From an optimization exercise on the open Yosys and OpenROAD flow, aimed at small area and a short achievable clock period; shortcuts taken in it are not production practice. Where RTL was checked, it was by simulation tests only, not by an equivalence proof against the original. Power is estimated from default activity; no workload was simulated.

== v50 ==
## prog_mem_ctrl
module prog_mem_ctrl (
    input  logic        clk,
    input  logic        rst,
    input  logic        load_start,
    input  logic        load_valid,
    input  logic [7:0]  load_byte,
    output logic        load_ready,
    input  logic        load_end,
    output logic [8:0]  load_count,
    input  logic        fetch_req,
    input  logic [15:0] fetch_addr,
    output logic        fetch_ready,
    output logic        fetch_valid,
    output logic [15:0] fetch_inst,
    output logic        fetch_err
);
    logic        r_idle;
    logic        r_load;
    logic        r_resp;
    logic [7:0]  r_wptr;
    logic [8:0]  r_load_count;
    logic        r_phase;      
    logic [15:0] r_inst_pre;   
    logic        r_err_pre;    
    logic [15:0] r_inst_hold_n;   
    logic        r_err_hold_n;
    logic        w_wr_en;
    logic        w_last;
    logic [8:0]  w_wptr_next;
    logic [15:0] w_rdata;      
    logic [15:0] w_rdata_n;
    logic        w_sel_p0;     
    logic        w_sel_p1;     
    logic [15:0] w_keep_pre;   
    logic [15:0] w_pre_next;
    logic        w_err;
    logic        w_take_fetch;
    logic        w_rst_n;      
    assign w_wr_en = r_load && load_valid;
    assign w_wptr_next = {1'b0, r_wptr} + {8'd0, w_wr_en};
    assign w_last      = w_wptr_next[8];
    prog_byte_ram u_ram (
        .clk   (clk),
        .load  (r_load),
        .valid (load_valid),
        .phase (r_phase),
        .waddr (r_wptr),
        .wdata (load_byte),
        .raddr (fetch_addr[7:1]),
        .rdata   (w_rdata),
        .rdata_n (w_rdata_n)
    );
    assign w_err = fetch_addr[0] || (|fetch_addr[15:8]) ||
                   ({1'b0, fetch_addr[7:1]} >= r_load_count[8:1]);
    assign w_take_fetch = r_idle && !load_start && fetch_req;
    assign w_sel_p0   = w_rst_n && w_take_fetch && !w_err && !r_phase;
    assign w_sel_p1   = w_rst_n && w_take_fetch && !w_err &&  r_phase;
    assign w_keep_pre = {16{w_rst_n && !w_take_fetch}} & r_inst_pre;
    for (genvar b = 0; b < 16; b++) begin : g_pre
        pmc_a221o u_pre (.a1(w_sel_p0), .a2(w_rdata[b]), .b1(w_sel_p1), .b2(w_rdata_n[b]),
  ...
Size in the first run: ~59 I/O pins, roughly 68000 um^2 of cells after synthesis.
clock: 7.0 ns
lec_check: 0
cap_margin: 20
core_margin: 2
core_utilization: 60
setup_slack_margin: 4.0
slew_margin: 20
synth_hierarchical: 1
standard.sh (not shown) runs the stock make flow with config.mk's settings and CLKGATE_MAP_FILE= SYNTH_SCRIPT=/design/flow/synth_recipe.tcl, a recipe that flattens the netlist after the stock synthesis.
==> flow/flow/run.sh <==
#!/bin/bash
# Layout flow: the standard ORFS flow (standard.sh) with two changes:
#  - clock tree synthesis without dummy loads, clusters of at most 16 sinks
#    within 50 um, clkbuf_8 buffers;
#  - the reset input and the fetch response outputs placed as one pin group
#    (flow/io.tcl), since reset acts on those outputs within the cycle.
# Each tool's output goes to its ORFS log under orfs/logs/; make's own output
# goes to make_finish.log in the work folder.
set -euo pipefail
cd "$(dirname "$0")/.."
CTS="-sink_clustering_enable -repair_clock_nets -dont_use_dummy_load"
CTS="$CTS -sink_clustering_size 16 -sink_clustering_max_diameter 50"
CTS="$CTS -buf_list sky130_fd_sc_hd__clkbuf_8"
bash standard.sh "CTS_ARGS=$CTS" "IO_CONSTRAINTS=$PWD/flow/io.tcl" finish > make_finish.log 2>&1
==> flow/flow/io.tcl <==
# Keep the reset input and the fetch response outputs next to each other.
set_io_pin_constraint -group -order -pin_names {rst fetch_valid fetch_err fetch_inst[0] fetch_inst[1] fetch_inst[2] fetch_inst[3] fetch_inst[4] fetch_inst[5] fetch_inst[6] fetch_inst[7] fetch_inst[8] fetch_inst[9] fetch_inst[10] fetch_inst[11] fetch_inst[12] fetch_inst[13] fetch_inst[14] fetch_inst[15]}
The following lists how v5 was set up differently from v50:
# v50
export LEC_CHECK = 0
export CAP_MARGIN = 20
export CORE_MARGIN = 2
export CORE_UTILIZATION = 60
export SETUP_SLACK_MARGIN = 4.0
export SLEW_MARGIN = 20
export SYNTH_HIERARCHICAL = 1
create_clock -name core_clock -period 7.0 [get_ports {clk}]
# v5
export LEC_CHECK = 0
export CAP_MARGIN = 20
export CORE_MARGIN = 2
export CORE_UTILIZATION = 55
export SETUP_SLACK_MARGIN = 4.0
export SLEW_MARGIN = 20
export SYNTH_HIERARCHICAL = 1
create_clock -name core_clock -period 7.0 [get_ports {clk}]
~same sequential share of layout area in v5 and v50. Looking at count of clock buffers in the final design, v5 sits 7 higher than v50 does. Relative to v50, minimum clock period has gone down in v5. Relative to v50, v5 degrades pre-CTS worst setup slack. When v5 is set beside v50, its number of setup buffers added after CTS turns out to be 45% smaller. Worst path buffer plus inverter count in v5 vs v50: down 2. The post-route cell area of v5 and that of v50 are within noise of each other. Cmp v5 and v50 / clock share of power / lower: v50. [v5] worst reg-to-reg setup slack rose 0.12 ns relative to v50. NOTE final standard cell count with taps included and fillers excluded v50->v5 increased by a few percent.
Input changes introduced in v22 (baseline for comparison: v5):
# v5
export LEC_CHECK = 0
export CAP_MARGIN = 20
export CORE_MARGIN = 2
export CORE_UTILIZATION = 55
export SETUP_SLACK_MARGIN = 4.0
export SLEW_MARGIN = 20
export SYNTH_HIERARCHICAL = 1
create_clock -name core_clock -period 7.0 [get_ports {clk}]
# v22
export LEC_CHECK = 0
export CAP_MARGIN = 20
export CORE_MARGIN = 2
export CORE_UTILIZATION = 55
export SETUP_SLACK_MARGIN = 3.85
export SLEW_MARGIN = 20
export SYNTH_HIERARCHICAL = 1
create_clock -name core_clock -period 7.0 [get_ports {clk}]
==> comparison <==
- Final critical path time including I/O delays and setup up 0.18 ns in v22 wrt v5
- Between v22 and v5, the difference in total via count in the routed design is negligible.
- Number of multi-input combinational cells in the layout: v5 vs v22 — no meaningful difference
Inputs modified between v22 and v20:
# v22
export LEC_CHECK = 0
export CAP_MARGIN = 20
export CORE_MARGIN = 2
export CORE_UTILIZATION = 55
export SETUP_SLACK_MARGIN = 3.85
export SLEW_MARGIN = 20
export SYNTH_HIERARCHICAL = 1
create_clock -name core_clock -period 7.0 [get_ports {clk}]
# v20
export LEC_CHECK = 0
export CAP_MARGIN = 20
export CORE_MARGIN = 2
export CORE_UTILIZATION = 45
export SETUP_SLACK_MARGIN = 4.0
export SLEW_MARGIN = 20
export SYNTH_HIERARCHICAL = 1
create_clock -name core_clock -period 7.0 [get_ports {clk}]
Notes after the runs:
v20 consumes more power than v22 does. Relative to v22, the final worst slack of v20 is higher by 0.0036 ns. Switching power summed over all nets went up slightly going from v22 to v20. Summary of the comparison: flip-flop and latch share of the layout cell area is lower in v20, relative to v22.
Modified inputs, v18 compared to v20
# v20
export LEC_CHECK = 0
export CAP_MARGIN = 20
export CORE_MARGIN = 2
export CORE_UTILIZATION = 45
export SETUP_SLACK_MARGIN = 4.0
export SLEW_MARGIN = 20
export SYNTH_HIERARCHICAL = 1
create_clock -name core_clock -period 7.0 [get_ports {clk}]
# v18
export LEC_CHECK = 0
export CAP_MARGIN = 20
export CORE_MARGIN = 2
export CORE_UTILIZATION = 55
export SETUP_SLACK_MARGIN = 4.2
export SLEW_MARGIN = 20
export SYNTH_HIERARCHICAL = 1
create_clock -name core_clock -period 7.0 [get_ports {clk}]
==> results.txt <==
v18: global routing usage on met1 is 8.4 points higher than what v20 reported.
Non-clock buffer count sits higher in v18 than in v20.
Area: v18 vs v20 -> v18 larger
v18 improves on v20 in minimum period implied by the final worst setup slack.
Weighted congestion at the end of routability-driven global placement in v18 is about 1.4% below v20.
v18 against v20: final total power roughly the same; post-cts sizing count higher.

========
old:
Another version of the RTL of prog_mem_ctrl (not shown whole).
For scale: ~6100 cells after synthesis, roughly 0.073 mm2 of cells after synthesis.
==> flow/design.v (excerpt) <==
module prog_mem_ctrl (
    input  logic        clk,
    input  logic        rst,
    input  logic        load_start,
    input  logic        load_valid,
    input  logic [7:0]  load_byte,
    output logic        load_ready,
    input  logic        load_end,
    output logic [8:0]  load_count,
    input  logic        fetch_req,
    input  logic [15:0] fetch_addr,
    output logic        fetch_ready,
    output logic        fetch_valid,
    output logic [15:0] fetch_inst,
    output logic        fetch_err
);
export LEC_CHECK = 0
export CAP_MARGIN = 20
export CORE_MARGIN = 2
export CORE_UTILIZATION = 65
export CTS_BUF_LIST = sky130_fd_sc_hd__clkbuf_4
export CTS_CLUSTER_SIZE = 20
export SETUP_SLACK_MARGIN = 4.0
export SLEW_MARGIN = 20
export SYNTH_HIERARCHICAL = 1
create_clock -name core_clock -period 7.0 [get_ports {clk}]
run.sh (not shown) runs the stock make flow with config.mk's settings and CLKGATE_MAP_FILE= SYNTH_SCRIPT=/design/flow/synth_recipe.tcl, a recipe that flattens the netlist after the stock synthesis.
Stock flow here: none of the scripts above is used.
--- input diff old..new ---
- CTS_BUF_LIST: sky130_fd_sc_hd__clkbuf_4 -> sky130_fd_sc_hd__clkbuf_4 sky130_fd_sc_hd__clkbuf_8
- CTS_CLUSTER_SIZE: 20 -> unset
Results
- Worst setup slack: new worse than old
- Across both runs, layout-stage area growth over the synthesis result was higher for new than for old.
- Count of inserted antenna diode cells: lower on old
- [compare] base=old new=new: number of search-and-repair iterations in the first detailed-routing pass +3; total power draw +about 4.3%; post-detailed-routing wire length +about 3%.
No functional check of the RTL was part of any run of this note.

re-timing with driven ports:
How much do the figures lean on ideal ports? The routed layouts below were timed once more, with nothing changed but the port constraints. Step 1: set_driving_cell puts a clkbuf_16 on clk and a buf_2 on each other input, an assumption about the parent block. Step 2 times the ports against the registers' clock, not the clock port: input delays grow and output delays shrink by t, the midpoint of the rising clock arrivals with the driver on. Slacks: ideal ports / drivers / drivers and shift; pairs: ideal ports / drivers.
run	t, ns	setup WS [ns]	worst hold slack (ns)
v50	0.957	3.315 / 3.269 / 2.923	0.417 / 0.417 / 0.417
v5	0.998	3.582 / 3.034 / 2.849	0.417 / 0.417 / 0.417
v22	0.989	3.406 / 3.149 / 2.609	0.437 / 0.437 / 0.437
v20	0.983	3.410 / 3.315 / 2.886	0.414 / 0.414 / 0.414
v18	1.026	3.415 / 3.056 / 2.827	0.438 / 0.438 / 0.438
old	1.365	3.202 / 3.116 / 2.426	0.453 / 0.453 / 0.453
new	1.087	3.195 / 3.113 / 2.451	0.458 / 0.458 / 0.458
After both steps setup and hold are still met in every run listed. For v22, which loses most, drivers alone change the setup slack by -0.257 ns; drivers and shift together by -0.797 ns.
